Source: an optimization exercise on an open RTL-to-GDS flow (aim: small area, a short achievable clock period and few clock cycles). Production flows keep margins and buffers that such runs may drop.
No functional check of the RTL was part of any run shown here.
Power figures rest on the tool's default switching activity, not on a simulated workload.

==> flow/design.v (outline; a module is shown in full before it is edited, if it fits) <==
// module rtc_fields_to_epoch_seconds_unit: 1063 lines
module rtc_fields_to_epoch_seconds_unit (
  input  logic      clk,
  input  logic      rst,
  input  logic      start,
  output logic      busy,
  input  rfes_pkg::rfes_in_t  fields,
  output logic      done,
  output rfes_pkg::rfes_out_t result,
  input  logic      cfg_write,
  input  logic      cfg_index,
  input  logic      cfg_data
);
  // ...
==> flow/flow/run.sh <==
#!/bin/bash
# Standard layout, with the port buffers made of the smallest buffer cell,
# Yosys's generic fine-grained ABC pass skipped (so that the adders written as
# gates reach full-adder extraction as written), and clock tree synthesis
# without dummy loads.
set -euo pipefail
bash standard.sh SYNTH_ARGS=-noabc BUFFER_PORTS_ARGS="-buffer_cell sky130_fd_sc_hd__buf_1" \
  CTS_ARGS="-sink_clustering_enable -repair_clock_nets -buf_list sky130_fd_sc_hd__clkbuf_8 -dont_use_dummy_load" \
  finish > standard_flow.log 2>&1
==> flow/standard.sh <==
#!/bin/bash
# synth_recipe.tcl (not shown) runs the flow's synth.tcl, then flattens the netlist and writes it again
# the make line also repeats each setting of config.mk as NAME=value (left out here)
make -C /OpenROAD-flow-scripts/flow DESIGN_CONFIG=/design/flow/config.mk WORK_HOME=/design/flow/orfs CLKGATE_MAP_FILE= SYNTH_SCRIPT=/design/flow/synth_recipe.tcl "${@:-finish}"
==> flow/config.mk <==
export PLATFORM = sky130hd
export DESIGN_NAME = rtc_fields_to_epoch_seconds_unit
export DESIGN_NICKNAME = rtc_fields_to_epoch_seconds_unit
export VERILOG_FILES = /design/flow/design.v
export SDC_FILE = /design/flow/constraint.sdc
export NUM_CORES = 4
export LEC_CHECK = 0
export CAP_MARGIN = 20
export CORE_MARGIN = 2
export CORE_UTILIZATION = 40
export CTS_BUF_LIST = sky130_fd_sc_hd__clkbuf_8
export SETUP_SLACK_MARGIN = 5.0
export SLEW_MARGIN = 20
==> flow/constraint.sdc <==
create_clock -name core_clock -period 8.0 [get_ports {clk}]
set_input_delay 1.6000 -clock core_clock [delete_from_list [all_inputs] [get_ports {clk}]]
set_output_delay 1.6000 -clock core_clock [all_outputs]
set_load 0.01 [all_outputs]
==> qor.csv, run 1 <==
stage,metric,value,unit
status,outcome,"complete, no violations",
detailed_routing,met3 wire len,758,um
final_layout,final instance area,8155,um^2
detailed_routing,antenna violation net count after detailed routing,0,
final_layout,fraction of standard cell area in multi-input logic,0.5156,
sta,Tmin final,2.861,ns
final_layout,clock buffers,17,
global_route,first-pass GRT wire length,24050,um
sta,Sum Neg Setup Slack,0,ns
worst_setup_path,FF-to-FF setup slack,5.14,ns
sta,final slew viol count,0,
worst_setup_path,cell family with most CP delay,adder cells,
detailed_routing,total routed wirelength,14490,um
final_layout,most frequent cells in the layout,"dfxtp_1, buf_1, inv_1",
worst_setup_path,critical path depth,6,
synthesis,most instantiated cells after synthesis,"dfxtp_1, inv_1, fa_1",
die,CORE AREA,18090,um^2
final_layout,nonclk buf count,88,
pwr,overall power,0.002589,W
pwr,sequential fraction of design power,0.400,
detailed_routing,M1 WL,6896,um
worst_setup_path,slowest CP cell,fa_1,
die,Die H,140.3,um
worst_setup_path,crit-path max FO,8,
pwr,Power per Cell Area,317.4,nW/um^2
clocking,Num CTS Buffers,17,
clocking,postcts setup bufs,0,
synthesis,synth top area cells,"dfxtp_1, fa_1, ha_1",
synthesis,most common cell in the netlist,dfxtp_1,
pwr,total net switching power,0.0009378,W
pwr,Clock Power Share,0.156,
synthesis,"Avg Cell Area, Syn",10.09,um^2
pwr,comb pwr,0.00115,W
placed_design,Placer Congestion,0.8654,
sta,worst hold slack,0.3195,ns
==> module rtc_fields_to_epoch_seconds_unit, before the edit <==
module rtc_fields_to_epoch_seconds_unit (
  input  logic      clk,
  input  logic      rst,
  input  logic      start,
  output logic      busy,
  input  rfes_pkg::rfes_in_t  fields,
  output logic      done,
  output rfes_pkg::rfes_out_t result,
  input  logic      cfg_write,
  input  logic      cfg_index,
  input  logic      cfg_data
);
  logic        bcd_mode;
  logic        twelve_hour_mode;
  always_ff @(posedge clk) begin
    if (rst) begin
      bcd_mode         <= 1'b1;
      twelve_hour_mode <= 1'b0;
    end else if (cfg_write) begin
      case (cfg_index)
        rfes_pkg::CFG_BCD_MODE:  bcd_mode         <= cfg_data;
        rfes_pkg::CFG_TWELVE_HR: twelve_hour_mode <= cfg_data;
        default:       bcd_mode         <= bcd_mode;
      endcase
    end
  end
  assign busy = 1'b0;
  logic [5:0]  sec6;
  logic [5:0]  min6;
  logic [4:0]  hv5;
  logic [4:0]  day5;
  logic [6:0]  yr7;
  logic [3:0]  mon4;
  logic [3:0]  h4;
  logic [4:0]  hr5;
  logic        leap;
  logic [3:0]  ml;
  logic [1:0]  fields_r;
  logic        err_sec, err_min, err_hr, err_day, err_mon, err_yr, err_all;
  assign sec6 = bcd_mode ? rfes_pkg::bcd_sm(fields.raw_seconds[6:0]) : fields.raw_seconds[5:0];
  assign min6 = bcd_mode ? rfes_pkg::bcd_sm(fields.raw_minutes[6:0]) : fields.raw_minutes[5:0];
  always_comb begin
    if (!bcd_mode) begin
      hv5 = fields.raw_hours[4:0];
    end else if (fields.raw_hours[5]) begin
      hv5 = {3'b101, fields.raw_hours[1:0]};
    end else if (fields.raw_hours[4]) begin
      hv5 = rfes_pkg::plus10(fields.raw_hours[3:0]);
    end else begin
      hv5 = {1'b0, fields.raw_hours[3:0]};
    end
  end
  assign day5 = bcd_mode ? rfes_pkg::bcd_day(fields.raw_monthday[5:0]) : fields.raw_monthday[4:0];
  assign yr7 = bcd_mode ? rfes_pkg::bcd_year(fields.raw_year) : fields.raw_year[6:0];
  always_comb begin
    err_sec = bcd_mode ? rfes_pkg::bcd_gt59(fields.raw_seconds) : rfes_pkg::gt8(fields.raw_seconds, 8'd59);
    err_min = bcd_mode ? rfes_pkg::bcd_gt59(fields.raw_minutes) : rfes_pkg::gt8(fields.raw_minutes, 8'd59);
    if (twelve_hour_mode) begin
      err_hr = bcd_mode ? rfes_pkg::bcd_bad_1_12(fields.raw_hours[6:0]) :
                          ((fields.raw_hours[6:0] == 7'd0) ||
                           rfes_pkg::gt8({1'b0, fields.raw_hours[6:0]}, 8'd12));
    end else begin
      err_hr = bcd_mode ? rfes_pkg::bcd_gt23(fields.raw_hours) : rfes_pkg::gt8(fields.raw_hours, 8'd23);
    end
    err_mon = bcd_mode ? (rfes_pkg::bcd_bad_1_12(fields.raw_month[6:0]) || fields.raw_month[7]) :
                         ((fields.raw_month == 8'd0) || rfes_pkg::gt8(fields.raw_month, 8'd12));
    err_yr  = bcd_mode ? rfes_pkg::bcd_gt99(fields.raw_year) : rfes_pkg::gt8(fields.raw_year, 8'd99);
  end
  always_comb begin
    if (bcd_mode && fields.raw_month[4]) begin
      mon4 = {1'b1, fields.raw_month[1], ~fields.raw_month[1], fields.raw_month[0]};
    end else begin
      mon4 = fields.raw_month[3:0];
    end
    if (bcd_mode && fields.raw_hours[4]) begin
      h4 = {1'b1, fields.raw_hours[1], ~fields.raw_hours[1], fields.raw_hours[0]};
    end else begin
      h4 = fields.raw_hours[3:0];
    end
    hr5 = twelve_hour_mode ? rfes_pkg::hour12(h4, fields.raw_hours[7]) : hv5;
    if (bcd_mode) begin
      leap = !fields.raw_year[0] && (fields.raw_year[1] == fields.raw_year[4]);
    end else begin
      leap = (fields.raw_year[1:0] == 2'b00);
    end
    ml[0] = (mon4 == 4'd2) && !leap;
    ml[1] = (mon4 == 4'd2) && leap;
    ml[2] = (mon4 == 4'd4) || (mon4 == 4'd6) || (mon4 == 4'd9) || (mon4 == 4'd11);
    ml[3] = !(ml[0] || ml[1] || ml[2]);
    err_day = (fields.raw_monthday == 8'd0) || rfes_pkg::day_gt(fields.raw_monthday, bcd_mode, 4'b1000);
    err_all = err_sec || err_min || err_hr || err_day || err_mon || err_yr;
    if (bcd_mode) begin
      fields_r = {fields.raw_year[1] ^ fields.raw_year[4], fields.raw_year[0]};
    end else begin
      fields_r = fields.raw_year[1:0];
    end
  end
  logic [12:1] mon_oh;
  assign mon_oh[1] = (mon4 == 4'd1);
  assign mon_oh[2] = (mon4 == 4'd2);
  assign mon_oh[3] = (mon4 == 4'd3);
  assign mon_oh[4] = (mon4 == 4'd4);
  assign mon_oh[5] = (mon4 == 4'd5);
  assign mon_oh[6] = (mon4 == 4'd6);
  assign mon_oh[7] = (mon4 == 4'd7);
  assign mon_oh[8] = (mon4 == 4'd8);
  assign mon_oh[9] = (mon4 == 4'd9);
  assign mon_oh[10] = (mon4 == 4'd10);
  assign mon_oh[11] = (mon4 == 4'd11);
  assign mon_oh[12] = (mon4 == 4'd12);
  logic        v_q;
  logic [5:0]  errs_q;
  logic        err_q;
  logic [4:0]  q_q;
  logic [1:0]  r_q;
  logic [12:1] mon_q;    
  logic [4:0]  day_q;
  logic [4:0]  hr_q;
  logic [5:0]  min_q;
  logic [5:0]  sec_q;
  logic        leap_q;
  always_ff @(posedge clk) begin
    if (rst) begin
      v_q <= 1'b0;
    end else begin
      v_q <= start;
    end
  end
  always_ff @(posedge clk) begin
    errs_q <= {err_sec, err_min, err_hr, err_day, err_mon, err_yr};
    q_q   <= yr7[6:2];
    r_q   <= fields_r;
    mon_q <= mon_oh;
    day_q <= day5;
    hr_q  <= hr5;
    min_q <= min6;
    sec_q <= sec6;
    leap_q <= leap;
  end
  logic        err_ml;
  assign err_ml = (mon_q[2] && !leap_q && (day_q > 5'd28)) || (mon_q[2] && leap_q && (day_q > 5'd29)) ||
                  ((mon_q[4] || mon_q[6] || mon_q[9] || mon_q[11]) && (day_q == 5'd31));
  assign err_q  = (|errs_q) || err_ml;
  logic [31:0] epoch;
  logic [31:0] tab;
  assign tab[0] = 1'b0;
  assign tab[1] = 1'b0;
  assign tab[2] = 1'b0;
  assign tab[3] = 1'b0;
  assign tab[4] = 1'b0;
  assign tab[5] = 1'b0;
  assign tab[6] = 1'b0;
  assign tab[7] = (mon_q[1] & ~leap_q) | (mon_q[2] & leap_q) | mon_q[4] | mon_q[5] | mon_q[8] | mon_q[11] | mon_q[12];
  assign tab[8] = (mon_q[1] & ~leap_q) | mon_q[5] | mon_q[7] | mon_q[8] | mon_q[10] | mon_q[11];
  assign tab[9] = mon_q[1] | (mon_q[2] & ~leap_q) | mon_q[4] | mon_q[5] | mon_q[6] | mon_q[7] | mon_q[11];
  assign tab[10] = mon_q[3] | mon_q[5] | mon_q[6] | mon_q[10];
  assign tab[11] = mon_q[3] | mon_q[4] | mon_q[10] | mon_q[11] | mon_q[12];
  assign tab[12] = (mon_q[1] & leap_q) | (mon_q[2] & leap_q) | mon_q[5] | mon_q[6] | mon_q[12];
  assign tab[13] = (mon_q[1] & leap_q) | (mon_q[2] & ~leap_q) | mon_q[4] | mon_q[5] | mon_q[7] | mon_q[9] | mon_q[10];
  assign tab[14] = mon_q[1] | (mon_q[2] & leap_q) | mon_q[4] | mon_q[5] | mon_q[6] | mon_q[7] | mon_q[8];
  assign tab[15] = (mon_q[1] & ~leap_q) | (mon_q[2] & ~leap_q) | mon_q[3] | mon_q[5] | mon_q[6] | mon_q[10] | mon_q[11];
  assign tab[16] = (mon_q[1] & leap_q) | (mon_q[2] & ~leap_q) | mon_q[4] | mon_q[6] | mon_q[7] | mon_q[9] | mon_q[11] | mon_q[12];
  assign tab[17] = (mon_q[1] & ~leap_q) | mon_q[2] | mon_q[8] | mon_q[9] | mon_q[10] | mon_q[11] | mon_q[12];
  assign tab[18] = 1'b0;
  assign tab[19] = mon_q[1] | mon_q[3] | mon_q[5] | mon_q[7] | mon_q[9] | mon_q[11];
  assign tab[20] = mon_q[2] | mon_q[3] | mon_q[6] | mon_q[7] | mon_q[10] | mon_q[11];
  assign tab[21] = mon_q[2] | mon_q[5] | mon_q[7] | mon_q[8] | mon_q[10];
  assign tab[22] = mon_q[1] | mon_q[2] | mon_q[4] | mon_q[5] | mon_q[8] | mon_q[11];
  assign tab[23] = mon_q[3] | mon_q[4] | mon_q[5] | mon_q[9] | mon_q[10] | mon_q[11];
  assign tab[24] = mon_q[6] | mon_q[7] | mon_q[8] | mon_q[9] | mon_q[10] | mon_q[11];
  assign tab[25] = mon_q[12];
  assign tab[26] = 1'b0;
  assign tab[27] = 1'b0;
  assign tab[28] = 1'b0;
  assign tab[29] = 1'b0;
  assign tab[30] = 1'b0;
  assign tab[31] = 1'b0;
  logic t0;
  logic t1;
  logic t2;
  logic t3;
  logic t4;
  logic t5;
  logic t6;
  logic t7;
  logic t8;
  logic t9;
  logic t10;
  logic t11;
  logic t12;
  logic t13;
  logic t14;
  logic t15;
  logic t16;
  logic t17;
  logic t18;
  logic t19;
  logic t20;
  logic t21;
  logic t22;
  logic t23;
  logic t24;
  logic t25;
  logic t26;
  logic t27;
  logic t28;
  logic t29;
  logic t30;
  logic t31;
  logic t32;
  logic t33;
  logic t34;
  logic t35;
  logic t36;
  logic t37;
  logic t38;
  logic t39;
  logic t40;
  logic t41;
  logic t42;
  logic t43;
  logic t44;
  logic t45;
  logic t46;
  logic t47;
  logic t48;
  logic t49;
  logic t50;
  logic t51;
  logic t52;
  logic t53;
  logic t54;
  logic t55;
  logic t56;
  logic t57;
  logic t58;
  logic t59;
  logic t60;
  logic t61;
  logic t62;
  logic t63;
  logic t64;
  logic t65;
  logic t66;
  logic t67;
  logic t68;
  logic t69;
  logic t70;
  logic t71;
  logic t72;
  logic t73;
  logic t74;
  logic t75;
  logic t76;
  logic t77;
  logic t78;
  logic t79;
  logic t80;
  logic t81;
  logic t82;
  logic t83;
  logic t84;
  logic t85;
  logic t86;
  logic t87;
  logic t88;
  logic t89;
  logic t90;
  logic t91;
  logic t92;
  logic t93;
  logic t94;
  logic t95;
  logic t96;
  logic t97;
  logic t98;
  logic t99;
  logic t100;
  logic t101;
  logic t102;
  logic t103;
  logic t104;
  logic t105;
  logic t106;
  logic t107;
  logic t108;
  logic t109;
  logic t110;
  logic t111;
  logic t112;
  logic t113;
  logic t114;
  logic t115;
  logic t116;
  logic t117;
  logic t118;
  logic t119;
  logic t120;
  logic t121;
  logic t122;
  logic t123;
  logic t124;
  logic t125;
  logic t126;
  logic t127;
  logic t128;
  logic t129;
  logic t130;
  logic t131;
  logic t132;
  logic t133;
  logic t134;
  logic t135;
  logic t136;
  logic t137;
  logic t138;
  logic t139;
  logic t140;
  logic t141;
  logic t142;
  logic t143;
  logic t144;
  logic t145;
  logic t146;
  logic t147;
  logic t148;
  logic t149;
  logic t150;
  logic t151;
  logic t152;
  logic t153;
  logic t154;
  logic t155;
  logic t156;
  logic t157;
  logic t158;
  logic t159;
  logic t160;
  logic t161;
  logic t162;
  logic t163;
  logic t164;
  logic t165;
  logic t166;
  logic t167;
  logic t168;
  logic t169;
  logic t170;
  logic t171;
  logic t172;
  logic t173;
  logic t174;
  logic t175;
  logic t176;
  logic t177;
  logic t178;
  logic t179;
  logic t180;
  logic t181;
  logic t182;
  logic t183;
  logic t184;
  logic t185;
  logic t186;
  logic t187;
  logic t188;
  logic t189;
  logic t190;
  logic t191;
  logic t192;
  logic t193;
  logic t194;
  logic t195;
  logic t196;
  logic t197;
  logic t198;
  logic t199;
  logic t200;
  logic t201;
  logic t202;
  logic t203;
  assign t0 = ~q_q[0] ^ day_q[0];
  assign t1 = ~q_q[0] & day_q[0];
  assign t2 = ~q_q[1] ^ day_q[1] ^ day_q[0];
  assign t3 = (~q_q[1] & day_q[1]) | (day_q[0] & (~q_q[1] ^ day_q[1]));
  assign t4 = ~q_q[2] ^ day_q[2];
  assign t5 = ~q_q[2] & day_q[2];
  assign t6 = ~q_q[3] ^ day_q[3] ^ day_q[2];
  assign t7 = (~q_q[3] & day_q[3]) | (day_q[2] & (~q_q[3] ^ day_q[3]));
  assign t8 = ~q_q[4] ^ day_q[4] ^ day_q[3];
  assign t9 = (~q_q[4] & day_q[4]) | (day_q[3] & (~q_q[4] ^ day_q[4]));
  assign t10 = day_q[4] ^ day_q[0];
  assign t11 = day_q[4] & day_q[0];
  assign t12 = q_q[0] ^ day_q[1];
  assign t13 = q_q[0] & day_q[1];
  assign t14 = q_q[1] ^ day_q[2];
  assign t15 = q_q[1] & day_q[2];
  assign t16 = q_q[2] ^ day_q[3];
  assign t17 = q_q[2] & day_q[3];
  assign t18 = q_q[3] ^ day_q[4] ^ day_q[2];
  assign t19 = (q_q[3] & day_q[4]) | (day_q[2] & (q_q[3] ^ day_q[4]));
  assign t20 = q_q[4] ^ ~q_q[0];
  assign t21 = q_q[4] & ~q_q[0];
  assign t22 = hr_q[3] ^ ~min_q[5] ^ min_q[1];
  assign t23 = (hr_q[3] & ~min_q[5]) | (min_q[1] & (hr_q[3] ^ ~min_q[5]));
  assign t24 = hr_q[4] ^ min_q[2] ^ ~r_q[1];
  assign t25 = (hr_q[4] & min_q[2]) | (~r_q[1] & (hr_q[4] ^ min_q[2]));
  assign t26 = tab[8] ^ t1;
  assign t27 = tab[8] & t1;
  assign t28 = day_q[1] ^ ~hr_q[0] ^ min_q[3];
  assign t29 = (day_q[1] & ~hr_q[0]) | (min_q[3] & (day_q[1] ^ ~hr_q[0]));
  assign t30 = tab[9] ^ t4 ^ t3;
  assign t31 = (tab[9] & t4) | (t3 & (tab[9] ^ t4));
  assign t32 = ~hr_q[1] ^ min_q[4] ^ r_q[0];
  assign t33 = (~hr_q[1] & min_q[4]) | (r_q[0] & (~hr_q[1] ^ min_q[4]));
  assign t34 = tab[10] ^ t5 ^ t6;
  assign t35 = (tab[10] & t5) | (t6 & (tab[10] ^ t5));
  assign t36 = ~hr_q[2] ^ min_q[5] ^ r_q[1];
  assign t37 = (~hr_q[2] & min_q[5]) | (r_q[1] & (~hr_q[2] ^ min_q[5]));
  assign t38 = tab[11] ^ t8 ^ t7;
  assign t39 = (tab[11] & t8) | (t7 & (tab[11] ^ t8));
  assign t40 = ~hr_q[3] ^ hr_q[0] ^ ~r_q[0];
  assign t41 = (~hr_q[3] & hr_q[0]) | (~r_q[0] & (~hr_q[3] ^ hr_q[0]));
  assign t42 = tab[12] ^ t10 ^ t9;
  assign t43 = (tab[12] & t10) | (t9 & (tab[12] ^ t10));
  assign t44 = ~hr_q[4] ^ hr_q[1] ^ ~r_q[1];
  assign t45 = (~hr_q[4] & hr_q[1]) | (~r_q[1] & (~hr_q[4] ^ hr_q[1]));
  assign t46 = tab[13] ^ t12 ^ t11;
  assign t47 = (tab[13] & t12) | (t11 & (tab[13] ^ t12));
  assign t48 = day_q[0] ^ hr_q[2] ^ r_q[0];
  assign t49 = (day_q[0] & hr_q[2]) | (r_q[0] & (day_q[0] ^ hr_q[2]));
  assign t50 = tab[14] ^ t14 ^ t13;
  assign t51 = (tab[14] & t14) | (t13 & (tab[14] ^ t14));
  assign t52 = day_q[1] ^ hr_q[3] ^ r_q[1];
  assign t53 = (day_q[1] & hr_q[3]) | (r_q[1] & (day_q[1] ^ hr_q[3]));
  assign t54 = tab[15] ^ t16 ^ t15;
  assign t55 = (tab[15] & t16) | (t15 & (tab[15] ^ t16));
  assign t56 = day_q[0] ^ hr_q[4] ^ r_q[0];
  assign t57 = (day_q[0] & hr_q[4]) | (r_q[0] & (day_q[0] ^ hr_q[4]));
  assign t58 = tab[16] ^ t17 ^ t18;
  assign t59 = (tab[16] & t17) | (t18 & (tab[16] ^ t17));
  assign t60 = day_q[3] ^ day_q[1] ^ r_q[1];
  assign t61 = (day_q[3] & day_q[1]) | (r_q[1] & (day_q[3] ^ day_q[1]));
  assign t62 = tab[17] ^ t20 ^ t19;
  assign t63 = (tab[17] & t20) | (t19 & (tab[17] ^ t20));
  assign t64 = ~q_q[1] ^ day_q[4] ^ day_q[2];
  assign t65 = (~q_q[1] & day_q[4]) | (day_q[2] & (~q_q[1] ^ day_q[4]));
  assign t66 = 1'b1 ^ t21;
  assign t67 = 1'b1 & t21;
  assign t68 = ~q_q[2] ^ q_q[0] ^ day_q[3];
  assign t69 = (~q_q[2] & q_q[0]) | (day_q[3] & (~q_q[2] ^ q_q[0]));
  assign t70 = ~q_q[3] ^ q_q[1];
  assign t71 = ~q_q[3] & q_q[1];
  assign t72 = ~q_q[4] ^ q_q[2];
  assign t73 = ~q_q[4] & q_q[2];
  assign t74 = ~r_q[0] ^ tab[7];
  assign t75 = ~r_q[0] & tab[7];
  assign t76 = t2 ^ t24 ^ t23;
  assign t77 = (t2 & t24) | (t23 & (t2 ^ t24));
  assign t78 = t28 ^ t25 ^ t27;
  assign t79 = (t28 & t25) | (t27 & (t28 ^ t25));
  assign t80 = t32 ^ t29 ^ t34;
  assign t81 = (t32 & t29) | (t34 & (t32 ^ t29));
  assign t82 = t36 ^ t33 ^ t38;
  assign t83 = (t36 & t33) | (t38 & (t36 ^ t33));
  assign t84 = t40 ^ t37 ^ t42;
  assign t85 = (t40 & t37) | (t42 & (t40 ^ t37));
  assign t86 = t44 ^ t41 ^ t46;
  assign t87 = (t44 & t41) | (t46 & (t44 ^ t41));
  assign t88 = t48 ^ t45 ^ t50;
  assign t89 = (t48 & t45) | (t50 & (t48 ^ t45));
  assign t90 = t52 ^ t49 ^ t54;
  assign t91 = (t52 & t49) | (t54 & (t52 ^ t49));
  assign t92 = t56 ^ t53 ^ t55;
  assign t93 = (t56 & t53) | (t55 & (t56 ^ t53));
  assign t94 = t60 ^ t57 ^ t62;
  assign t95 = (t60 & t57) | (t62 & (t60 ^ t57));
  assign t96 = t64 ^ t61 ^ t66;
  assign t97 = (t64 & t61) | (t66 & (t64 ^ t61));
  assign t98 = tab[19] ^ t68 ^ t65;
  assign t99 = (tab[19] & t68) | (t65 & (tab[19] ^ t68));
  assign t100 = day_q[4] ^ tab[20] ^ t70;
  assign t101 = (day_q[4] & tab[20]) | (t70 & (day_q[4] ^ tab[20]));
  assign t102 = ~r_q[0] ^ tab[21] ^ t72;
  assign t103 = (~r_q[0] & tab[21]) | (t72 & (~r_q[0] ^ tab[21]));
  assign t104 = q_q[3] ^ ~r_q[1] ^ tab[22];
  assign t105 = (q_q[3] & ~r_q[1]) | (tab[22] & (q_q[3] ^ ~r_q[1]));
  assign t106 = q_q[4] ^ ~q_q[0];
  assign t107 = q_q[4] & ~q_q[0];
  assign t108 = ~min_q[0] ^ sec_q[2];
  assign t109 = ~min_q[0] & sec_q[2];
  assign t110 = ~min_q[1] ^ sec_q[3];
  assign t111 = ~min_q[1] & sec_q[3];
  assign t112 = hr_q[0] ^ ~min_q[2] ^ sec_q[4];
  assign t113 = (hr_q[0] & ~min_q[2]) | (sec_q[4] & (hr_q[0] ^ ~min_q[2]));
  assign t114 = hr_q[1] ^ ~min_q[3] ^ sec_q[5];
  assign t115 = (hr_q[1] & ~min_q[3]) | (sec_q[5] & (hr_q[1] ^ ~min_q[3]));
  assign t116 = hr_q[2] ^ ~min_q[4] ^ min_q[0];
  assign t117 = (hr_q[2] & ~min_q[4]) | (min_q[0] & (hr_q[2] ^ ~min_q[4]));
  assign t118 = t0 ^ t74 ^ t22;
  assign t119 = (t0 & t74) | (t22 & (t0 ^ t74));
  assign t120 = t75 ^ t26 ^ t76;
  assign t121 = (t75 & t26) | (t76 & (t75 ^ t26));
  assign t122 = t30 ^ t77 ^ t78;
  assign t123 = (t30 & t77) | (t78 & (t30 ^ t77));
  assign t124 = t31 ^ t79 ^ t80;
  assign t125 = (t31 & t79) | (t80 & (t31 ^ t79));
  assign t126 = t35 ^ t82 ^ t81;
  assign t127 = (t35 & t82) | (t81 & (t35 ^ t82));
  assign t128 = t39 ^ t84 ^ t83;
  assign t129 = (t39 & t84) | (t83 & (t39 ^ t84));
  assign t130 = t43 ^ t86 ^ t85;
  assign t131 = (t43 & t86) | (t85 & (t43 ^ t86));
  assign t132 = t47 ^ t88 ^ t87;
  assign t133 = (t47 & t88) | (t87 & (t47 ^ t88));
  assign t134 = t51 ^ t90 ^ t89;
  assign t135 = (t51 & t90) | (t89 & (t51 ^ t90));
  assign t136 = t58 ^ t92 ^ t91;
  assign t137 = (t58 & t92) | (t91 & (t58 ^ t92));
  assign t138 = t59 ^ t93 ^ t94;
  assign t139 = (t59 & t93) | (t94 & (t59 ^ t93));
  assign t140 = t63 ^ t96 ^ t95;
  assign t141 = (t63 & t96) | (t95 & (t63 ^ t96));
  assign t142 = t67 ^ t98 ^ t97;
  assign t143 = (t67 & t98) | (t97 & (t67 ^ t98));
  assign t144 = t69 ^ t100 ^ t99;
  assign t145 = (t69 & t100) | (t99 & (t69 ^ t100));
  assign t146 = t71 ^ t102 ^ t101;
  assign t147 = (t71 & t102) | (t101 & (t71 ^ t102));
  assign t148 = t73 ^ t104 ^ t103;
  assign t149 = (t73 & t104) | (t103 & (t73 ^ t104));
  assign t150 = tab[23] ^ t106 ^ t105;
  assign t151 = (tab[23] & t106) | (t105 & (tab[23] ^ t106));
  assign t152 = ~q_q[1] ^ tab[24] ^ t107;
  assign t153 = (~q_q[1] & tab[24]) | (t107 & (~q_q[1] ^ tab[24]));
  assign t154 = ~q_q[2] ^ r_q[0] ^ tab[25];
  assign t155 = (~q_q[2] & r_q[0]) | (tab[25] & (~q_q[2] ^ r_q[0]));
  assign t156 = ~q_q[3] ^ r_q[1];
  assign t157 = ~q_q[3] & r_q[1];
  assign t158 = ~q_q[4] ^ q_q[0] ^ 1'b1;
  assign t159 = (~q_q[4] & q_q[0]) | (1'b1 & (~q_q[4] ^ q_q[0]));
  assign t160 = 1'b1 ^ t108;
  assign t161 = t110 ^ t109;
  assign t162 = t112 ^ t111;
  assign t163 = t114 ^ t113;
  assign t164 = t116 ^ t115;
  assign t165 = t118 ^ t117;
  assign t166 = t120 ^ t119;
  assign t167 = 1'b0 ^ 1'b0;
  assign t168 = 1'b1 & t108;
  assign t169 = t110 & t109;
  assign t170 = t112 & t111;
  assign t171 = t114 & t113;
  assign t172 = t116 & t115;
  assign t173 = t118 & t117;
  assign t174 = t120 & t119;
  assign t175 = 1'b0 & 1'b0;
  assign t176 = t169 | (t161 & t168);
  assign t177 = t161 & t160;
  assign t178 = t171 | (t163 & t170);
  assign t179 = t163 & t162;
  assign t180 = t173 | (t165 & t172);
  assign t181 = t165 & t164;
  assign t182 = t175 | (t167 & t174);
  assign t183 = t170 | (t162 & t176);
  assign t184 = t162 & t177;
  assign t185 = t178 | (t179 & t176);
  assign t186 = t179 & t177;
  assign t187 = t174 | (t166 & t180);
  assign t188 = t166 & t181;
  assign t189 = t182 | (t167 & t180);
  assign t190 = t172 | (t164 & t185);
  assign t191 = t164 & t186;
  assign t192 = t180 | (t181 & t185);
  assign t193 = t181 & t186;
  assign t194 = t187 | (t188 & t185);
  assign t195 = t188 & t186;
  assign t196 = t189 | (t167 & t185);
  assign t197 = t161 ^ t168;
  assign t198 = t162 ^ t176;
  assign t199 = t163 ^ t183;
  assign t200 = t164 ^ t185;
  assign t201 = t165 ^ t190;
  assign t202 = t166 ^ t192;
  assign t203 = t167 ^ t194;
  logic        v2_q;
  logic        err2_q;
  logic        lo_q_0;
  logic        lo_q_1;
  logic        lo_q_2;
  logic        lo_q_3;
  logic        lo_q_4;
  logic        lo_q_5;
  logic        lo_q_6;
  logic        lo_q_7;
  logic        lo_q_8;
  logic        cy_q;
  logic        cs0_q_9;
  logic        cs1_q_9;
  logic        cs0_q_10;
  logic        cs1_q_10;
  logic        cs0_q_11;
  logic        cs1_q_11;
  logic        cs0_q_12;
  logic        cs1_q_12;
  logic        cs0_q_13;
  logic        cs1_q_13;
  logic        cs0_q_14;
  logic        cs1_q_14;
  logic        cs0_q_15;
  logic        cs1_q_15;
  logic        cs0_q_16;
  logic        cs1_q_16;
  logic        cs0_q_17;
  logic        cs1_q_17;
  logic        cs0_q_18;
  logic        cs1_q_18;
  logic        cs0_q_19;
  logic        cs1_q_19;
  logic        cs0_q_20;
  logic        cs1_q_20;
  logic        cs0_q_21;
  logic        cs1_q_21;
  logic        cs0_q_22;
  logic        cs1_q_22;
  logic        cs0_q_23;
  logic        cs1_q_23;
  logic        cs0_q_24;
  logic        cs1_q_24;
  logic        cs0_q_25;
  logic        cs1_q_25;
  logic        cs0_q_26;
  logic        cs1_q_26;
  logic        cs0_q_27;
  logic        cs1_q_27;
  logic        cs0_q_28;
  logic        cs1_q_28;
  logic        cs0_q_29;
  logic        cs1_q_29;
  logic        cs0_q_30;
  logic        cs0_q_31;
  always_ff @(posedge clk) begin
    if (rst) begin
      v2_q <= 1'b0;
    end else begin
      v2_q <= v_q;
    end
  end
  always_ff @(posedge clk) begin
    err2_q <= err_q;
    lo_q_0 <= sec_q[0];
    lo_q_1 <= sec_q[1];
    lo_q_2 <= t160;
    lo_q_3 <= t197;
    lo_q_4 <= t198;
    lo_q_5 <= t199;
    lo_q_6 <= t200;
    lo_q_7 <= t201;
    lo_q_8 <= t202;
    cy_q <= t203;
    cs0_q_9 <= t122;
    cs1_q_9 <= t121;
    cs0_q_10 <= t124;
    cs1_q_10 <= t123;
    cs0_q_11 <= t126;
    cs1_q_11 <= t125;
    cs0_q_12 <= t128;
    cs1_q_12 <= t127;
    cs0_q_13 <= t130;
    cs1_q_13 <= t129;
    cs0_q_14 <= t132;
    cs1_q_14 <= t131;
    cs0_q_15 <= t134;
    cs1_q_15 <= t133;
    cs0_q_16 <= t136;
    cs1_q_16 <= t135;
    cs0_q_17 <= t138;
    cs1_q_17 <= t137;
    cs0_q_18 <= t140;
    cs1_q_18 <= t139;
    cs0_q_19 <= t142;
    cs1_q_19 <= t141;
    cs0_q_20 <= t144;
    cs1_q_20 <= t143;
    cs0_q_21 <= t146;
    cs1_q_21 <= t145;
    cs0_q_22 <= t148;
    cs1_q_22 <= t147;
    cs0_q_23 <= t150;
    cs1_q_23 <= t149;
    cs0_q_24 <= t152;
    cs1_q_24 <= t151;
    cs0_q_25 <= t154;
    cs1_q_25 <= t153;
    cs0_q_26 <= t156;
    cs1_q_26 <= t155;
    cs0_q_27 <= t158;
    cs1_q_27 <= t157;
    cs0_q_28 <= q_q[1];
    cs1_q_28 <= t159;
    cs0_q_29 <= q_q[2];
    cs1_q_29 <= 1'b1;
    cs0_q_30 <= q_q[3];
    cs0_q_31 <= q_q[4];
  end
  logic t204;
  logic t205;
  logic t206;
  logic t207;
  logic t208;
  logic t209;
  logic t210;
  logic t211;
  logic t212;
  logic t213;
  logic t214;
  logic t215;
  logic t216;
  logic t217;
  logic t218;
  logic t219;
  logic t220;
  logic t221;
  logic t222;
  logic t223;
  logic t224;
  logic t225;
  logic t226;
  logic t227;
  logic t228;
  logic t229;
  logic t230;
  logic t231;
  logic t232;
  logic t233;
  logic t234;
  logic t235;
  logic t236;
  logic t237;
  logic t238;
  logic t239;
  logic t240;
  logic t241;
  logic t242;
  logic t243;
  logic t244;
  logic t245;
  logic t246;
  logic t247;
  logic t248;
  logic t249;
  logic t250;
  logic t251;
  logic t252;
  logic t253;
  logic t254;
  logic t255;
  logic t256;
  logic t257;
  logic t258;
  logic t259;
  logic t260;
  logic t261;
  logic t262;
  logic t263;
  logic t264;
  logic t265;
  logic t266;
  logic t267;
  logic t268;
  logic t269;
  logic t270;
  logic t271;
  logic t272;
  logic t273;
  logic t274;
  logic t275;
  logic t276;
  logic t277;
  logic t278;
  logic t279;
  logic t280;
  logic t281;
  logic t282;
  logic t283;
  logic t284;
  logic t285;
  logic t286;
  logic t287;
  logic t288;
  logic t289;
  logic t290;
  logic t291;
  logic t292;
  logic t293;
  logic t294;
  logic t295;
  logic t296;
  logic t297;
  logic t298;
  logic t299;
  logic t300;
  logic t301;
  logic t302;
  logic t303;
  logic t304;
  logic t305;
  logic t306;
  logic t307;
  logic t308;
  logic t309;
  logic t310;
  logic t311;
  logic t312;
  logic t313;
  logic t314;
  logic t315;
  logic t316;
  logic t317;
  logic t318;
  logic t319;
  logic t320;
  logic t321;
  logic t322;
  logic t323;
  logic t324;
  logic t325;
  logic t326;
  logic t327;
  logic t328;
  logic t329;
  logic t330;
  logic t331;
  logic t332;
  logic t333;
  logic t334;
  logic t335;
  logic t336;
  logic t337;
  logic t338;
  logic t339;
  logic t340;
  logic t341;
  logic t342;
  logic t343;
  logic t344;
  logic t345;
  logic t346;
  logic t347;
  logic t348;
  logic t349;
  logic t350;
  logic t351;
  logic t352;
  logic t353;
  logic t354;
  logic t355;
  logic t356;
  logic t357;
  logic t358;
  logic t359;
  logic t360;
  logic t361;
  logic t362;
  logic t363;
  logic t364;
  logic t365;
  logic t366;
  logic t367;
  logic t368;
  logic t369;
  logic t370;
  logic t371;
  logic t372;
  logic t373;
  logic t374;
  assign t204 = cy_q ^ cy_q;
  assign t205 = cs0_q_9 ^ cs1_q_9;
  assign t206 = cs0_q_10 ^ cs1_q_10;
  assign t207 = cs0_q_11 ^ cs1_q_11;
  assign t208 = cs0_q_12 ^ cs1_q_12;
  assign t209 = cs0_q_13 ^ cs1_q_13;
  assign t210 = cs0_q_14 ^ cs1_q_14;
  assign t211 = cs0_q_15 ^ cs1_q_15;
  assign t212 = cs0_q_16 ^ cs1_q_16;
  assign t213 = cs0_q_17 ^ cs1_q_17;
  assign t214 = cs0_q_18 ^ cs1_q_18;
  assign t215 = cs0_q_19 ^ cs1_q_19;
  assign t216 = cs0_q_20 ^ cs1_q_20;
  assign t217 = cs0_q_21 ^ cs1_q_21;
  assign t218 = cs0_q_22 ^ cs1_q_22;
  assign t219 = cs0_q_23 ^ cs1_q_23;
  assign t220 = cs0_q_24 ^ cs1_q_24;
  assign t221 = cs0_q_25 ^ cs1_q_25;
  assign t222 = cs0_q_26 ^ cs1_q_26;
  assign t223 = cs0_q_27 ^ cs1_q_27;
  assign t224 = cs0_q_28 ^ cs1_q_28;
  assign t225 = cs0_q_29 ^ cs1_q_29;
  assign t226 = cs0_q_30 ^ 1'b0;
  assign t227 = cs0_q_31 ^ 1'b0;
  assign t228 = cy_q & cy_q;
  assign t229 = cs0_q_9 & cs1_q_9;
  assign t230 = cs0_q_10 & cs1_q_10;
  assign t231 = cs0_q_11 & cs1_q_11;
  assign t232 = cs0_q_12 & cs1_q_12;
  assign t233 = cs0_q_13 & cs1_q_13;
  assign t234 = cs0_q_14 & cs1_q_14;
  assign t235 = cs0_q_15 & cs1_q_15;
  assign t236 = cs0_q_16 & cs1_q_16;
  assign t237 = cs0_q_17 & cs1_q_17;
  assign t238 = cs0_q_18 & cs1_q_18;
  assign t239 = cs0_q_19 & cs1_q_19;
  assign t240 = cs0_q_20 & cs1_q_20;
  assign t241 = cs0_q_21 & cs1_q_21;
  assign t242 = cs0_q_22 & cs1_q_22;
  assign t243 = cs0_q_23 & cs1_q_23;
  assign t244 = cs0_q_24 & cs1_q_24;
  assign t245 = cs0_q_25 & cs1_q_25;
  assign t246 = cs0_q_26 & cs1_q_26;
  assign t247 = cs0_q_27 & cs1_q_27;
  assign t248 = cs0_q_28 & cs1_q_28;
  assign t249 = cs0_q_29 & cs1_q_29;
  assign t250 = cs0_q_30 & 1'b0;
  assign t251 = cs0_q_31 & 1'b0;
  assign t252 = t229 | (t205 & t228);
  assign t253 = t205 & t204;
  assign t254 = t231 | (t207 & t230);
  assign t255 = t207 & t206;
  assign t256 = t233 | (t209 & t232);
  assign t257 = t209 & t208;
  assign t258 = t235 | (t211 & t234);
  assign t259 = t211 & t210;
  assign t260 = t237 | (t213 & t236);
  assign t261 = t213 & t212;
  assign t262 = t239 | (t215 & t238);
  assign t263 = t215 & t214;
  assign t264 = t241 | (t217 & t240);
  assign t265 = t217 & t216;
  assign t266 = t243 | (t219 & t242);
  assign t267 = t219 & t218;
  assign t268 = t245 | (t221 & t244);
  assign t269 = t221 & t220;
  assign t270 = t247 | (t223 & t246);
  assign t271 = t223 & t222;
  assign t272 = t249 | (t225 & t248);
  assign t273 = t225 & t224;
  assign t274 = t251 | (t227 & t250);
  assign t275 = t230 | (t206 & t252);
  assign t276 = t206 & t253;
  assign t277 = t254 | (t255 & t252);
  assign t278 = t255 & t253;
  assign t279 = t234 | (t210 & t256);
  assign t280 = t210 & t257;
  assign t281 = t258 | (t259 & t256);
  assign t282 = t259 & t257;
  assign t283 = t238 | (t214 & t260);
  assign t284 = t214 & t261;
  assign t285 = t262 | (t263 & t260);
  assign t286 = t263 & t261;
  assign t287 = t242 | (t218 & t264);
  assign t288 = t218 & t265;
  assign t289 = t266 | (t267 & t264);
  assign t290 = t267 & t265;
  assign t291 = t246 | (t222 & t268);
  assign t292 = t222 & t269;
  assign t293 = t270 | (t271 & t268);
  assign t294 = t271 & t269;
  assign t295 = t250 | (t226 & t272);
  assign t296 = t226 & t273;
  assign t297 = t274 | (t227 & t272);
  assign t298 = t232 | (t208 & t277);
  assign t299 = t208 & t278;
  assign t300 = t256 | (t257 & t277);
  assign t301 = t257 & t278;
  assign t302 = t279 | (t280 & t277);
  assign t303 = t280 & t278;
  assign t304 = t281 | (t282 & t277);
  assign t305 = t282 & t278;
  assign t306 = t240 | (t216 & t285);
  assign t307 = t216 & t286;
  assign t308 = t264 | (t265 & t285);
  assign t309 = t265 & t286;
  assign t310 = t287 | (t288 & t285);
  assign t311 = t288 & t286;
  assign t312 = t289 | (t290 & t285);
  assign t313 = t290 & t286;
  assign t314 = t248 | (t224 & t293);
  assign t315 = t224 & t294;
  assign t316 = t272 | (t273 & t293);
  assign t317 = t273 & t294;
  assign t318 = t295 | (t296 & t293);
  assign t319 = t296 & t294;
  assign t320 = t297 | (t227 & t293);
  assign t321 = t236 | (t212 & t304);
  assign t322 = t212 & t305;
  assign t323 = t260 | (t261 & t304);
  assign t324 = t261 & t305;
  assign t325 = t283 | (t284 & t304);
  assign t326 = t284 & t305;
  assign t327 = t285 | (t286 & t304);
  assign t328 = t286 & t305;
  assign t329 = t306 | (t307 & t304);
  assign t330 = t307 & t305;
  assign t331 = t308 | (t309 & t304);
  assign t332 = t309 & t305;
  assign t333 = t310 | (t311 & t304);
  assign t334 = t311 & t305;
  assign t335 = t312 | (t313 & t304);
  assign t336 = t313 & t305;
  assign t337 = t244 | (t220 & t335);
  assign t338 = t220 & t336;
  assign t339 = t268 | (t269 & t335);
  assign t340 = t269 & t336;
  assign t341 = t291 | (t292 & t335);
  assign t342 = t292 & t336;
  assign t343 = t293 | (t294 & t335);
  assign t344 = t294 & t336;
  assign t345 = t314 | (t315 & t335);
  assign t346 = t315 & t336;
  assign t347 = t316 | (t317 & t335);
  assign t348 = t317 & t336;
  assign t349 = t318 | (t319 & t335);
  assign t350 = t319 & t336;
  assign t351 = t320 | (t227 & t335);
  assign t352 = t205 ^ t228;
  assign t353 = t206 ^ t252;
  assign t354 = t207 ^ t275;
  assign t355 = t208 ^ t277;
  assign t356 = t209 ^ t298;
  assign t357 = t210 ^ t300;
  assign t358 = t211 ^ t302;
  assign t359 = t212 ^ t304;
  assign t360 = t213 ^ t321;
  assign t361 = t214 ^ t323;
  assign t362 = t215 ^ t325;
  assign t363 = t216 ^ t327;
  assign t364 = t217 ^ t329;
  assign t365 = t218 ^ t331;
  assign t366 = t219 ^ t333;
  assign t367 = t220 ^ t335;
  assign t368 = t221 ^ t337;
  assign t369 = t222 ^ t339;
  assign t370 = t223 ^ t341;
  assign t371 = t224 ^ t343;
  assign t372 = t225 ^ t345;
  assign t373 = t226 ^ t347;
  assign t374 = t227 ^ t349;
  assign epoch = {t374, t373, t372, t371, t370, t369, t368, t367, t366, t365, t364, t363, t362, t361, t360, t359, t358, t357, t356, t355, t354, t353, t352, lo_q_8, lo_q_7, lo_q_6, lo_q_5, lo_q_4, lo_q_3, lo_q_2, lo_q_1, lo_q_0};
  logic        v3_q;
  logic [32:0] res_q;
  always_ff @(posedge clk) begin
    if (rst) begin
      v3_q <= 1'b0;
    end else begin
      v3_q <= v2_q;
    end
  end
  always_ff @(posedge clk) begin
    res_q <= {epoch, err2_q};
  end
  assign done   = v3_q;
  assign result = res_q;
endmodule
==> run 2: changes to the inputs <==
--- a/flow/design.v
+++ b/flow/design.v
@@ -676,15 +676,11 @@
   end
-  logic [12:1] mon_oh;
-  assign mon_oh[1] = (mon4 == 4'd1);
-  assign mon_oh[2] = (mon4 == 4'd2);
-  assign mon_oh[3] = (mon4 == 4'd3);
-  assign mon_oh[4] = (mon4 == 4'd4);
-  assign mon_oh[5] = (mon4 == 4'd5);
-  assign mon_oh[6] = (mon4 == 4'd6);
-  assign mon_oh[7] = (mon4 == 4'd7);
-  assign mon_oh[8] = (mon4 == 4'd8);
-  assign mon_oh[9] = (mon4 == 4'd9);
-  assign mon_oh[10] = (mon4 == 4'd10);
-  assign mon_oh[11] = (mon4 == 4'd11);
-  assign mon_oh[12] = (mon4 == 4'd12);
+  logic [3:0]  mona;
+  logic [2:0]  monb;
+  assign mona[0] = (mon4 == 4'd1) || (mon4 == 4'd5) || (mon4 == 4'd9);
+  assign mona[1] = (mon4 == 4'd2) || (mon4 == 4'd6) || (mon4 == 4'd10);
+  assign mona[2] = (mon4 == 4'd3) || (mon4 == 4'd7) || (mon4 == 4'd11);
+  assign mona[3] = (mon4 == 4'd4) || (mon4 == 4'd8) || (mon4 == 4'd12);
+  assign monb[0] = (mon4 == 4'd1) || (mon4 == 4'd2) || (mon4 == 4'd3) || (mon4 == 4'd4);
+  assign monb[1] = (mon4 == 4'd5) || (mon4 == 4'd6) || (mon4 == 4'd7) || (mon4 == 4'd8);
+  assign monb[2] = (mon4 == 4'd9) || (mon4 == 4'd10) || (mon4 == 4'd11) || (mon4 == 4'd12);
   logic        v_q;
@@ -694,3 +690,4 @@
   logic [1:0]  r_q;
-  logic [12:1] mon_q;    
+  logic [3:0]  mona_q;   
+  logic [2:0]  monb_q;   
   logic [4:0]  day_q;
@@ -711,3 +708,4 @@
     r_q   <= fields_r;
-    mon_q <= mon_oh;
+    mona_q <= mona;
+    monb_q <= monb;
     day_q <= day5;
@@ -718,2 +716,3 @@
   end
+  logic [12:1] mon_q;
   logic        err_ml;
@@ -724,2 +723,14 @@
   logic [31:0] tab;
+  assign mon_q[1] = mona_q[0] & monb_q[0];
+  assign mon_q[2] = mona_q[1] & monb_q[0];
+  assign mon_q[3] = mona_q[2] & monb_q[0];
+  assign mon_q[4] = mona_q[3] & monb_q[0];
+  assign mon_q[5] = mona_q[0] & monb_q[1];
+  assign mon_q[6] = mona_q[1] & monb_q[1];
+  assign mon_q[7] = mona_q[2] & monb_q[1];
+  assign mon_q[8] = mona_q[3] & monb_q[1];
+  assign mon_q[9] = mona_q[0] & monb_q[2];
+  assign mon_q[10] = mona_q[1] & monb_q[2];
+  assign mon_q[11] = mona_q[2] & monb_q[2];
+  assign mon_q[12] = mona_q[3] & monb_q[2];
   assign tab[0] = 1'b0;
==> qor.csv, run 2 <==
stage,metric,value,unit,change
synthesis,most common cell in the netlist,dfxtp_1,,
placed_design,"worst slack, placed",4.857,ns,
sta,Final WS setup,5.162,ns,
worst_hold_path,Tightest Hold Check Type,flop to flop,,
die,Die H,140.5,um,+0.17%
final_layout,max reg flops,33,,
detailed_routing,antenna violation net count after detailed routing,0,,unchanged
final_layout,Util after Layout,0.4486,,
clocking,root buf cell,clkbuf_8,,
placed_design,Placer Congestion,0.8553,,-1.2%
status,outcome,"complete, no violations",,
synthesis,"Avg Cell Area, Syn",9.719,um^2,-3.7%
final_layout,# diodes,0,,
worst_setup_path,"Cell Chain, Critical Path",nor2_1 -> inv_1 -> nand2_1 -> nand2_1 -> a21oi_1 -> nand3_1 -> fa_1 -> fa_1 -> fa_1,,
sta,fmax,0.3523,GHz,
detailed_routing,DRC viols,0,,
worst_setup_path,crit-path max FO,14,,+6
sta,worst hold slack,0.3150,ns,-0.004570 ns
placed_design,Placed Cells,1041,,
die,Row Count,49,,
final_layout,most frequent cells in the layout,"dfxtp_1, buf_1, inv_1",,
clocking,CTS tree,done,,
final_layout,Non-Filler Instances,1058,,
synthesis,Synth area leader,dfxtp_1,,
global_route,Total Routing Usage GR,0.1505,,
synthesis,Yosys reg bits,135,,
detailed_routing,total routed wirelength,14050,um,-3.1%
detailed_routing,mean routed wirelength per cell,13.28,um,
synthesis,top cell type's share of synthesized area,0.3625,,
synthesis,Synth Cell Area,7455,um^2,
synthesis,sequential share of the synthesized area,0.3625,,
synthesis,Synth Net Count,931,,
clocking,clock buffer depth,2,,
final_layout,Top reg by flops,res_q,,
placed_design,HPWL Detailed,10990,um,
clocking,CTS sink cnt,135,,
global_route,largest net degree at the start of global routing,43,,
global_route,first-pass GRT wire length,23490,um,-2.4%
final_layout,"commonest non-fill, non-tap cell in the layout",dfxtp_1,,
final_layout,area grow syn2layout,9.215,%,
die,die area,19740,um^2,
clocking,postcts setup bufs,0,,unchanged
die,die width,140.5,um,
synthesis,Cell variety after synth,60,,
die,initial core utilization,0.4108,,
sta,Worst Clk Skew,0.02831,ns,
pwr,Peak VDD IR,0.1241,mV,
clocking,CTS resizes,0,,
run,# Max-Cap Violations,0,,
die,CORE AREA,18150,um^2,+0.34%
pwr,Power per Cell Area,311.2,nW/um^2,-2.0%
synthesis,share of async-settable or async-resettable flops after synthesis,0,,
synthesis,Syn Inst Count,767,,
global_route,GR Overflow Total,0,,
final_layout,nets,995,,
clocking,Clock Latency Late Sink,0.44,ns,
worst_setup_path,nature of the critical path startpoint,flop,,
sta,Sum Neg Setup Slack,0,ns,unchanged
worst_setup_path,Worst Path Required,8.31,ns,
sta,"Setup violations, final",0,,
synthesis,"Primary FF master, synth",dfxtp_1,,
sta,RSZ-0062 raised after global routing,false,,
synthesis,Post-synth EDFFs,0,,
die,I/O Pins,89,,
clocking,Num CTS Buffers,17,,unchanged
worst_setup_path,CP endpoint kind,flop,,
sta,Tmin final,2.838,ns,-0.02246 ns
worst_setup_path,Crit path top cell by count,fa_1,,
global_route,vias in the first global route,4762,,
synthesis,most instantiated cells after synthesis,"dfxtp_1, inv_1, fa_1",,
global_route,antenna violations before repair,0,,
detailed_routing,initial DRC count,219,,
worst_setup_path,"Data arrival, critical path",3.15,ns,
clocking,H-Tree Depth,4,,
detailed_routing,First-pass DRT Iterations,5,,
worst_setup_path,CP max stage delay,0.60,ns,
final_layout,share of layout cells above drive strength 1,0.03739,,
worst_setup_path,slowest CP cell,fa_1,,
pwr,Leak Pwr,3.601,nW,
synthesis,synth top area cells,"dfxtp_1, fa_1, ha_1",,
sta,worst slew pin tran,0.7001,ns,
sta,Final Hold Viols,0,,
synthesis,Ys Warns,1,,
sta,period utilization,0.3548,,
detailed_routing,via count,5201,,
clocking,"Clk pin slew, worst setup/hold paths",0.07,ns,
worst_setup_path,critical path class,flop to flop,,
clocking,CTS Hold Bufs,0,,
sta,final slew viol count,0,,unchanged
placed_design,# port buffers,87,,
detailed_routing,Via-to-Cell Ratio,4.916,,
sta,Max-Slew Margin vs Limit,0.5333,,
-- run 2: worst paths after layout --
path,start,end,slack [ns],depth (start not counted)
max,mona_q[1],cs0_q_14,5.16,9
min,sec_q[0],lo_q_0,0.31,0
max reg2reg,mona_q[1],cs0_q_14,5.16,9
min reg2reg,sec_q[0],lo_q_0,0.31,0
-- run 2: where the power goes --
group	leakage, nW	total (W)	internal, W	switching, W
Clock	0.122	0.000393	0.000186	0.000207
Sequential	1.13	0.00101	0.000914	0.0000979
Combinational	2.34	0.00113	0.000517	0.000612
-- run 2: final cells by class --
cell class / count / area [um^2]
Inverter: 80 / 300.3
Timing Repair Buffer: 88 / 334.1
Multi-Input combinational cell: 509 / 4284
Clock buffer: 17 / 234.0
Sequential cell: 135 / 2703
Fill cell: 1763 / 10010
Tap cell: 229 / 286.5
-- run 2: cells by family (layout without fill, tap and decap cells) --
logic type | count (synthesis) | count (layout) | share of synthesized area
AOI/OAI and AO/OA | 186 | 186 | 0.1613
and+or+nand+nor | 167 | 167 | 0.1027
DFF | 135 | 135 | 0.3625
buffers and inverters | 123 | 185 | 0.06277
adders and majority gates | 112 | 112 | 0.2588
xor gates and xnor gates | 39 | 39 | 0.04582
muxes | 4 | 4 | 0.005539
other | 1 | 1 | 0.0005030
-- run 2: stage by stage --
stage / power (W) / cell area (um^2)
2_1_floorplan: 0.001878 / 7455
3_3_place_gp: 0.002156 / 7908
3_5_place_dp: 0.002178 / 7908
4_1_cts: 0.002579 / 8142
5_1_grt: 0.002799 / 8142
6_report: 0.002534 / 8142
-- run 2: metal layers --
metal  track usage  up-vias  share of wire
met2        0.2167      131           0.43
met1        0.2192     2386           0.51
met4       0.05895        0          0.014
li1              -     2673              -
met5             0        -              0
met3       0.03521       11          0.050
-- run 2: worst max-delay path: cells and delay by family (launching register included) --
kind / cells / cell delay, ns
adder cells (fa/ha/maj): 3 / 1.45
flip-flops: 1 / 0.44
buffers and inverters: 1 / 0.07
AO/OA/AOI/OAI: 1 / 0.20
AND/OR/NAND/NOR: 4 / 0.58

separate check: timing with driven ports:
The results above use ideal ports. As a check the final layouts listed here were re-extracted and re-timed, cells and wires unchanged. Step 1: set_driving_cell puts a clkbuf_16 on clk and a buf_2 on each other input, an assumption about the parent block. Step 2 moves the port delays by t, midway between the first and last clock arrival at a register: inputs arrive t later, outputs are due t later. That takes back most of the time a late clock gives input paths. Three values: no drivers, after step 1, after step 2; two values: the first two.
run	shift t [ns]	setup WS [ns]	clock arrival spread, ns	worst slew at a driven data input, ns
run 1	0.472	5.139 / 5.139 / 4.821	0.028 / 0.029	0.05
run 2	0.464	5.162 / 5.162 / 4.856	0.029 / 0.029	0.05
After both steps setup and hold are still met in every run listed. The setup slack of run 1, which loses most, moves by 0.000 ns with the drivers and by -0.318 ns with both steps.
